This design comes from an exercise in tuning for small area, a short achievable clock period and few clock cycles per item on the open sky130 flow, not from production work.
Function was checked by simulation only, so behaviour that the tests miss may differ from the original.
Power figures rest on the tool's default switching activity, not on a simulated workload.

===== flow/design.v =====
`default_nettype none
package bole_pkg;
  localparam int unsigned DataW      = 32;
  localparam int unsigned CntW       = 5;
  localparam int unsigned StoreDepth = 16;
  localparam int unsigned CmdW       = 3;
  localparam int unsigned StatusW    = 3;
  localparam int unsigned InTdataW   = 72;   
  localparam int unsigned OutTdataW  = 40;
  localparam int unsigned CapacityDef = 16;
  typedef enum logic [CmdW-1:0] {
    CMD_INS_FRONT = 3'd0,
    CMD_INS_BACK  = 3'd1,
    CMD_INS_KEY   = 3'd2,
    CMD_DEL_FRONT = 3'd3,
    CMD_DEL_BACK  = 3'd4,
    CMD_LIST      = 3'd5
  } cmd_e;
  typedef enum logic [StatusW-1:0] {
    STAT_DONE  = 3'd0,
    STAT_EMPTY = 3'd1,
    STAT_NOKEY = 3'd2,
    STAT_FULL  = 3'd3,
    STAT_ELEM  = 3'd4
  } status_e;
  typedef enum logic [2:0] {
    CELL_IDLE,
    CELL_MATCH,
    CELL_INSERT,
    CELL_SHIFT_LEFT,
    CELL_ROTATE
  } cell_op_e;
  typedef enum logic [1:0] {
    INS_NONE,
    INS_FRONT,
    INS_BACK,
    INS_KEY
  } ins_mode_e;
  typedef enum logic [1:0] {
    ST_IDLE,
    ST_SEARCH,
    ST_EDIT,
    ST_LIST
  } state_e;
  typedef struct packed {
    cell_op_e         op;
    ins_mode_e        mode;
    logic [CntW-1:0]  occ;
    logic [DataW-1:0] value;
    logic [DataW-1:0] key;
  } cell_ctrl_t;
endpackage
`default_nettype wire
`default_nettype none
import bole_pkg::*;
module bole_cell #(
  parameter int unsigned Idx = 0
) (
  input  wire logic                      clk_i,
  input  wire logic                      rst_ni,
  input  wire bole_pkg::cell_ctrl_t      ctrl_i,
  input  wire logic [bole_pkg::DataW-1:0] left_i,
  input  wire logic [bole_pkg::DataW-1:0] right_i,
  input  wire logic [bole_pkg::DataW-1:0] head_i,
  input  wire logic                      seen_i,
  output logic      [bole_pkg::DataW-1:0] val_o,
  output logic                           seen_o
);
  localparam logic [CntW-1:0] IdxC = CntW'(Idx);
  logic [DataW-1:0] val_q, val_d;
  logic             match_q, match_d;
  logic             here;
  always_comb begin
    case (ctrl_i.mode)
      INS_FRONT: here = (IdxC == '0);
      INS_BACK:  here = (IdxC == ctrl_i.occ);
      INS_KEY:   here = match_q;
      default:   here = 1'b0;
    endcase
  end
  assign seen_o = seen_i | here;
  assign val_o  = val_q;
  always_comb begin
    val_d   = val_q;
    match_d = match_q;
    case (ctrl_i.op)
      CELL_MATCH: match_d = (IdxC < ctrl_i.occ) && (val_q == ctrl_i.key);
      CELL_INSERT: begin
        if (seen_i) begin
          val_d = left_i;
        end else if (here) begin
          val_d = ctrl_i.value;
        end
      end
      CELL_SHIFT_LEFT: val_d = right_i;
      CELL_ROTATE: begin
        if ((IdxC + 1'b1) < ctrl_i.occ) begin
          val_d = right_i;
        end else if ((IdxC + 1'b1) == ctrl_i.occ) begin
          val_d = head_i;
        end
      end
      default: ;
    endcase
  end
  always_ff @(posedge clk_i or negedge rst_ni) begin
    if (!rst_ni) begin
      match_q <= 1'b0;
    end else begin
      match_q <= match_d;
    end
  end
  always_ff @(posedge clk_i) begin
    val_q <= val_d;
  end
endmodule
`default_nettype wire
`default_nettype none
import bole_pkg::*;
module bounded_ordered_list_engine #(
  parameter int unsigned CAPACITY = bole_pkg::CapacityDef
) (
  input  wire logic                          clk_i,
  input  wire logic                          rst_ni,
  input  wire logic                          s_axis_tvalid_i,
  output logic                               s_axis_tready_o,
  input  wire logic [bole_pkg::InTdataW-1:0] s_axis_tdata_i,
  output logic                               m_axis_tvalid_o,
  input  wire logic                          m_axis_tready_i,
  output logic      [bole_pkg::OutTdataW-1:0] m_axis_tdata_o,
  output logic                               m_axis_tlast_o
);
  localparam int unsigned Held = (CAPACITY < StoreDepth) ? CAPACITY : StoreDepth;
  localparam logic [CntW-1:0] HeldC = CntW'(Held);
  bole_pkg::state_e state_q, state_d;
  bole_pkg::cmd_e             cmd_q;
  logic [DataW-1:0] value_q, key_q;
  logic [CntW-1:0]  occ_q, occ_d;
  logic [CntW-1:0]  list_q, list_d;
  logic                 out_valid_q;
  logic [OutTdataW-1:0] out_data_q;
  logic                 out_last_q;
  logic             slot_free, accept, full, empty, found, list_last;
  logic             res_load, res_last;
  bole_pkg::status_e          res_status;
  logic [DataW-1:0] res_elem;
  bole_pkg::cell_ctrl_t       ctrl;
  bole_pkg::cell_op_e         cell_op;
  bole_pkg::ins_mode_e        mode;
  logic [DataW-1:0] val   [Held];
  logic             seen  [Held+1];
  assign slot_free = !out_valid_q || m_axis_tready_i;
  assign accept    = s_axis_tvalid_i && s_axis_tready_o;
  assign full      = (occ_q >= HeldC);
  assign empty     = (occ_q == '0);
  assign found     = seen[Held];
  assign list_last = ((list_q + 1'b1) == occ_q);
  always_comb begin
    case (cmd_q)
      CMD_INS_FRONT: mode = INS_FRONT;
      CMD_INS_BACK:  mode = INS_BACK;
      CMD_INS_KEY:   mode = INS_KEY;
      default:       mode = INS_NONE;
    endcase
  end
  assign ctrl.op    = cell_op;
  assign ctrl.mode  = mode;
  assign ctrl.occ   = occ_q;
  assign ctrl.value = value_q;
  assign ctrl.key   = key_q;
  assign seen[0] = 1'b0;
  for (genvar i = 0; i < Held; i++) begin : g_cell
    logic [DataW-1:0] left_w, right_w;
    if (i == 0) begin : g_first
      assign left_w = val[i];
    end else begin : g_mid_l
      assign left_w = val[i-1];
    end
    if (i == Held - 1) begin : g_last
      assign right_w = val[i];
    end else begin : g_mid_r
      assign right_w = val[i+1];
    end
    bole_cell #(
      .Idx(i)
    ) u_cell (
      .clk_i  (clk_i),
      .rst_ni (rst_ni),
      .ctrl_i (ctrl),
      .left_i (left_w),
      .right_i(right_w),
      .head_i (val[0]),
      .seen_i (seen[i]),
      .val_o  (val[i]),
      .seen_o (seen[i+1])
    );
  end
  always_comb begin
    state_d = state_q;
    case (state_q)
      ST_IDLE: begin
        if (s_axis_tvalid_i) begin
          case (s_axis_tdata_i[CmdW-1:0])
            CMD_INS_KEY: state_d = ST_SEARCH;
            CMD_INS_FRONT, CMD_INS_BACK, CMD_DEL_FRONT, CMD_DEL_BACK,
            CMD_LIST: state_d = ST_EDIT;
            default: state_d = ST_IDLE;   
          endcase
        end
      end
      ST_SEARCH: state_d = ST_EDIT;
      ST_EDIT: begin
        if (slot_free) begin
          state_d = (cmd_q == CMD_LIST && !empty) ? ST_LIST : ST_IDLE;
        end
      end
      ST_LIST: begin
        if (slot_free && list_last) begin
          state_d = ST_IDLE;
        end
      end
      default: state_d = ST_IDLE;
    endcase
  end
  always_comb begin
    s_axis_tready_o = 1'b0;
    cell_op         = CELL_IDLE;
    occ_d           = occ_q;
    list_d          = list_q;
    res_load        = 1'b0;
    res_status      = STAT_DONE;
    res_elem        = '0;
    res_last        = 1'b1;
    case (state_q)
      ST_IDLE:   s_axis_tready_o = 1'b1;
      ST_SEARCH: cell_op = CELL_MATCH;
      ST_EDIT: begin
        if (slot_free) begin
          res_load = 1'b1;
          case (cmd_q)
            CMD_INS_FRONT, CMD_INS_BACK: begin
              if (full) begin
                res_status = STAT_FULL;
              end else begin
                cell_op = CELL_INSERT;
                occ_d   = occ_q + 1'b1;
              end
            end
            CMD_INS_KEY: begin
              if (empty) begin
                res_status = STAT_EMPTY;
              end else if (!found) begin
                res_status = STAT_NOKEY;
              end else if (full) begin
                res_status = STAT_FULL;
              end else begin
                cell_op = CELL_INSERT;
                occ_d   = occ_q + 1'b1;
              end
            end
            CMD_DEL_FRONT: begin
              if (empty) begin
                res_status = STAT_EMPTY;
              end else begin
                cell_op = CELL_SHIFT_LEFT;
                occ_d   = occ_q - 1'b1;
              end
            end
            CMD_DEL_BACK: begin
              if (empty) begin
                res_status = STAT_EMPTY;
              end else begin
                occ_d = occ_q - 1'b1;
              end
            end
            CMD_LIST: begin
              if (empty) begin
                res_status = STAT_EMPTY;
              end else begin
                res_load = 1'b0;
                list_d   = '0;
              end
            end
            default: res_load = 1'b0;
          endcase
        end
      end
      ST_LIST: begin
        if (slot_free) begin
          res_load   = 1'b1;
          res_status = STAT_ELEM;
          res_elem   = val[0];
          res_last   = list_last;
          cell_op    = CELL_ROTATE;
          list_d     = list_q + 1'b1;
        end
      end
      default: ;
    endcase
  end
  always_ff @(posedge clk_i or negedge rst_ni) begin
    if (!rst_ni) begin
      state_q     <= ST_IDLE;
      occ_q       <= '0;
      list_q      <= '0;
      out_valid_q <= 1'b0;
    end else begin
      state_q <= state_d;
      occ_q   <= occ_d;
      list_q  <= list_d;
      if (res_load) begin
        out_valid_q <= 1'b1;
      end else if (m_axis_tready_i) begin
        out_valid_q <= 1'b0;
      end
    end
  end
  always_ff @(posedge clk_i) begin
    if (accept) begin
      cmd_q   <= bole_pkg::cmd_e'(s_axis_tdata_i[CmdW-1:0]);
      value_q <= s_axis_tdata_i[CmdW +: DataW];
      key_q   <= s_axis_tdata_i[CmdW+DataW +: DataW];
    end
    if (res_load) begin
      out_data_q <= {occ_d, res_elem, res_status};
      out_last_q <= res_last;
    end
  end
  assign m_axis_tvalid_o = out_valid_q;
  assign m_axis_tdata_o  = out_data_q;
  assign m_axis_tlast_o  = out_last_q;
endmodule
`default_nettype wire

===== flow/run.sh =====
#!/bin/bash
# synth_recipe.tcl (not shown) runs the flow's synth.tcl, then flattens the netlist and writes it again
# the make line also repeats each setting of config.mk as NAME=value (left out here)
make -C /OpenROAD-flow-scripts/flow DESIGN_CONFIG=/design/flow/config.mk WORK_HOME=/design/flow/orfs CLKGATE_MAP_FILE= SYNTH_SCRIPT=/design/flow/synth_recipe.tcl finish

===== flow/config.mk =====
export PLATFORM = sky130hd
export DESIGN_NAME = bounded_ordered_list_engine
export DESIGN_NICKNAME = bounded_ordered_list_engine
export VERILOG_FILES = /design/flow/design.v
export SDC_FILE = /design/flow/constraint.sdc
export NUM_CORES = 4
export LEC_CHECK = 0
export CAP_MARGIN = 20
export CORE_MARGIN = 2
export CORE_UTILIZATION = 40
export SLEW_MARGIN = 20

===== flow/constraint.sdc =====
create_clock -name core_clock -period 5.0 [get_ports {clk_i}]
set_input_delay 1.0000 -clock core_clock [delete_from_list [all_inputs] [get_ports {clk_i}]]
set_output_delay 1.0000 -clock core_clock [all_outputs]
set_load 0.01 [all_outputs]

==> run summary <==
==> final cells by class <==
type / count / area (sq um) / share of cell area, %
timing repair buffer: 259 / 2380 / 5.33
multi-input combinational: 2468 / 18800 / 42.0
tap: 1287 / 1610 / 3.60
sequential: 649 / 19300 / 43.3
clock inverter: 43 / 390 / 0.873
clock buffer: 96 / 2030 / 4.54
inverter: 42 / 158 / 0.353
==> flip-flops by register name, summed over array words and instances, names as in the netlist, 2 cells and up <==
name and count:
key_q 32, value_q 32, list_q 5, cmd_q 3, out_data_q 40, g_cell.u_cell.match_q 16
state_q 2, g_cell.u_cell.val_q 512, occ_q 5
==> worst max-delay path: cells and delay by family, from the launching register on <==
kind / cells / cell delay (ns)
simple gates: 4 / 1.48
compound gates: 3 / 1.20
buf+inv: 2 / 0.41
fa+ha+maj: 1 / 0.36
flops: 1 / 0.34
==> power by group <==
part | leakage [nW] | total, mW | internal [mW] | switching, mW
clock network | 1.18 | 5.66 | 3.19 | 2.47
registers | 6.16 | 11.8 | 9.25 | 2.51
logic | 7.53 | 12.6 | 4.42 | 8.21
total | 14.9 | 30.1 | 16.9 | 13.2
==> per-stage QoR <==
stage / hold slack, ns / total power [mW] / setup TNS (ns) / area (sq um)
6_report: 0.490 / 30.1 / 0 / 44700
5_1_grt: 0.534 / 31.1 / 0 / 44700
4_1_cts: 0.497 / 29.6 / 0 / 44700
3_5_place_dp: 0.487 / 23.9 / 0 / 42300
3_3_place_gp: 0.481 / 23.8 / 0 / 42300
2_1_floorplan: 0.435 / 18.5 / -125.15 / 39500
==> cells by family (layout without fill, tap and decap cells) <==
group | count (synthesis) | after routing
AND/OR/NAND/NOR | 518 | 518
AO/OA/AOI/OAI | 941 | 941
flip-flops | 649 | 649
buffers and inverters | 405 | 440
multiplexers | 482 | 482
XOR/XNOR | 521 | 521
adder cells (fa/ha/maj) | 6 | 6
==> how the worst max path moves through the flow <==
stage	from	end	slack, ns	cells after the start
finish	occ_q[0]	g_cell[10].u_cell.val_q[20]	0.76	10
floorplan	occ_q[0]	g_cell[9].u_cell.val_q[0]	-0.79	11
detailed placement	occ_q[0]	g_cell[10].u_cell.val_q[20]	0.85	10
global route	occ_q[0]	g_cell[10].u_cell.val_q[14]	0.54	10
global placement	occ_q[0]	g_cell[10].u_cell.val_q[14]	0.89	10
CTS	occ_q[0]	g_cell[10].u_cell.val_q[15]	0.83	10
==> per-layer routing <==
metal | global-route usage, % | vias to the layer above | wire length (um)
li1 | - | 13400 | -
met1 | 40.9 | 16000 | 63200
met2 | 44.8 | 1867 | 68500
met3 | 9.36 | 229 | 18400
met4 | 6.14 | 4 | 3230
met5 | 0 | - | 31
==> cells in the final DEF (no fill, tap or decap), types with 5 or more instances in the layout <==
cell type / count
edfxtp_1: 620
mux2i_1: 450
o21ai_0: 338
a22oi_1: 323
xnor2_1: 293
xor2_1: 228
nand2_1: 184
buf_4: 133
clkdlybuf4s50_1: 112
o221ai_1: 99
nand4_1: 91
clkbuf_16: 78
nor4_1: 66
o21ai_1: 55
inv_1: 41
nor2b_1: 39
mux2_2: 32
a221o_1: 31
nor2_1: 30
nor3_1: 29
dfrtp_1: 28
a21oi_1: 22
nand3_1: 18
clkbuf_1: 17
clkinv_2: 15
buf_12: 13
clkinv_1: 12
o21ai_2: 10
and2_1: 9
a221oi_4: 8
nand2b_1: 6
or3_1: 6
ha_1: 6
bufinv_16: 6
or2_2: 5
a31oi_1: 5
o21a_1: 5
==> summary.md <==
| Metric | Value |
|---|---|
| Die height | 318 um |
| Worst skew pair latency | between 0.6 and 0.7 ns |
| Max-cap violations | 0 |
| Synth top area share | 47.2% |
| Final period utilization | a little over four fifths |
| Yosys cell types | 69 |
| Top area cells in the synthesized netlist | edfxtp_1, mux2i_1, xnor2_1 |
| # rows | around 120 |
| Slew @ Worst Pin | between 1 and 1.5 ns |
| Slew HR | 27.2% |
| Initial antenna violation count | 2 |
| Synthesis-to-finish area growth | 13.4% |
| DP Wirelength | 110000 um |
| Synth top cells by count | edfxtp_1, mux2i_1, o21ai_0, a22oi_1, xnor2_1 |
| EDFF count, synth | 620 |
| GP Congestion | between 1 and 1.5 |
| Reg2reg start | occ_q[0] |
| Clock Skew | 0.0429 ns |
| P per Cell Area | 672 nW/um^2 |
| Fillers | between 9k and 10k |
| CTS tree | yes |
| Tmin final | ~4.2 ns |
| Pre-CTS WS | 0.852 ns |
| Worst ir drop on vdd | between 0.4 and 0.5 mV |
| Initial DRC Count | around 4.7k |
| Synth Area in Compound Gates | between 15 and 20% |
| CP startpoint kind | flop |
| Seq/Total Area, Yosys | about half |
| Fraction of synthesized area in multiplexers | between 10 and 15% |
| DR WL/cell | about 32 um |
| GRT Util Overall | ~30% |
| WP data arrival | 4.50 ns |
| Crit end category | flop |
| Final setup fails | 0 |
| Fmax | ~240 MHz |
| Number of H-tree levels | 3 |
| Worst Hold Launch | g_cell[2].u_cell.match_q |
| Max FO, Critical Path | 32 |
| Simple-gate share of the synthesized area | approximately 6.8% |
| Worst r2r path cells | 10 |
| Layout Nets | roughly 3.6k |
| Total gr overflow | 0 |
| # diodes | 0 |
| Worst setup margin | 0.757 ns |
| CTS root buf | clkbuf_16 |
| Clock sinks | roughly 650 |
| Max Slew Vio Count | 0 |
| Dominant synthesized flop cell | edfxtp_1 |
| Cell chain of the critical path | inv_1, ha_1, or3_1, a32oi_1, o221a_2, nand4_1, a41oi_1, buf_4, nor4_1, nor2_4 |
| Most numerous cell in the Yosys netlist | edfxtp_1 |
| Hold worst-path end | g_cell[2].u_cell.match_q |
| Post-route insts no fill | approximately 4.8k |
| Clk buf depth | 3 |
| Postcts setup bufs | 0 |
| Vias | ~31k |
| Worst Path Required | roughly 5.3 ns |
| Starting Density | 40.2% |
| Routed WL | 153000 um |
| R2r setup slk | 0.76 ns |
| Fin. Hold Viols | 0 |
| Share of cells above drive strength 1 | between 9 and 10% |
| Largest stage delay, worst path | 0.80 ns |
| Largest net degree at the start of global routing | 118 |
| Via/cell ratio | 6.50 |
| Vias in the first global route | approximately 30k |
| I/O Pins | roughly 120 |
| Fin util | between 40% and 50% |
| Die Area | 101000 sq um |
| Largest family of logic cells by synthesized area | compound AO/OA/AOI/OAI gates |
| Synth Area in Adders | less than 1% |
| Ys Warns | 20 |
| Die W | about 320 um |
| Cell area after synthesis | around 39000 sq um |
| Synth Area in XOR/XNOR | 11.6% |
| Clock-pin slew on the worst setup and hold paths | about 0.06 ns |
| Post-Synthesis Cells | between 3k and 4k |
| Slowest cell on the critical path | nor2_4 |
| Worst hold path depth | 2 |
| First-pass GRT wire length | around 220000 um |
| Yosys reg bits | approximately 650 |
| Router iterations before antenna repair | 6 |
| Total CTS buffers | 76 |
| Ys async rst share | under 10% |
| CTS resizes | 0 |
| Cells after DPL | ~4.7k |
| Syn nets | between 3k and 4k |
| Avg Cell Area, Syn | about 11 sq um |
| Cts hold-fix bufs | 0 |
| Lkg Pwr | 14.9 nW |
| Buffers on Ports | roughly 110 |
| Post-DRT Antenna Nets | 0 |
| CP Class | reg -> reg |
| Largest area contributor in the netlist | edfxtp_1 |
| RR Endpoint | g_cell[10].u_cell.val_q[20] |
| Status | complete, no violations |
| Worst hold-check path type | reg -> reg |
| Core Region | a little under 100000 sq um |
| DRC Markers | 0 |
| RSZ-0062 raised after global routing | no |
Testbench counts, summed over its fixed seeds: cycles 15,253, items 4,800.

-- re-timing with driven ports --
The results above use ideal ports. As a check the final layout listed here was re-extracted and re-timed, cells and wires unchanged. Step 1 assumes that a clkbuf_16 drives the clock port and a buf_2 every other input. Step 2 times the ports against the registers' clock, not the clock port: input delays grow and output delays shrink by t, the midpoint of the rising clock arrivals with the driver on. a / b / c = ideal / step 1 / step 2; a / b = the first two.
t (ns): 0.724
slack for setup (ns): 0.757 / 0.757 / 0.757
worst hold slack (ns): 0.490 / 0.449 / 0.490
worst slew at a driven data input, ns: 0.05
After both steps setup and hold are still met in this run. For this run, drivers alone change the setup slack by 0.000 ns; drivers and shift together by 0.000 ns.
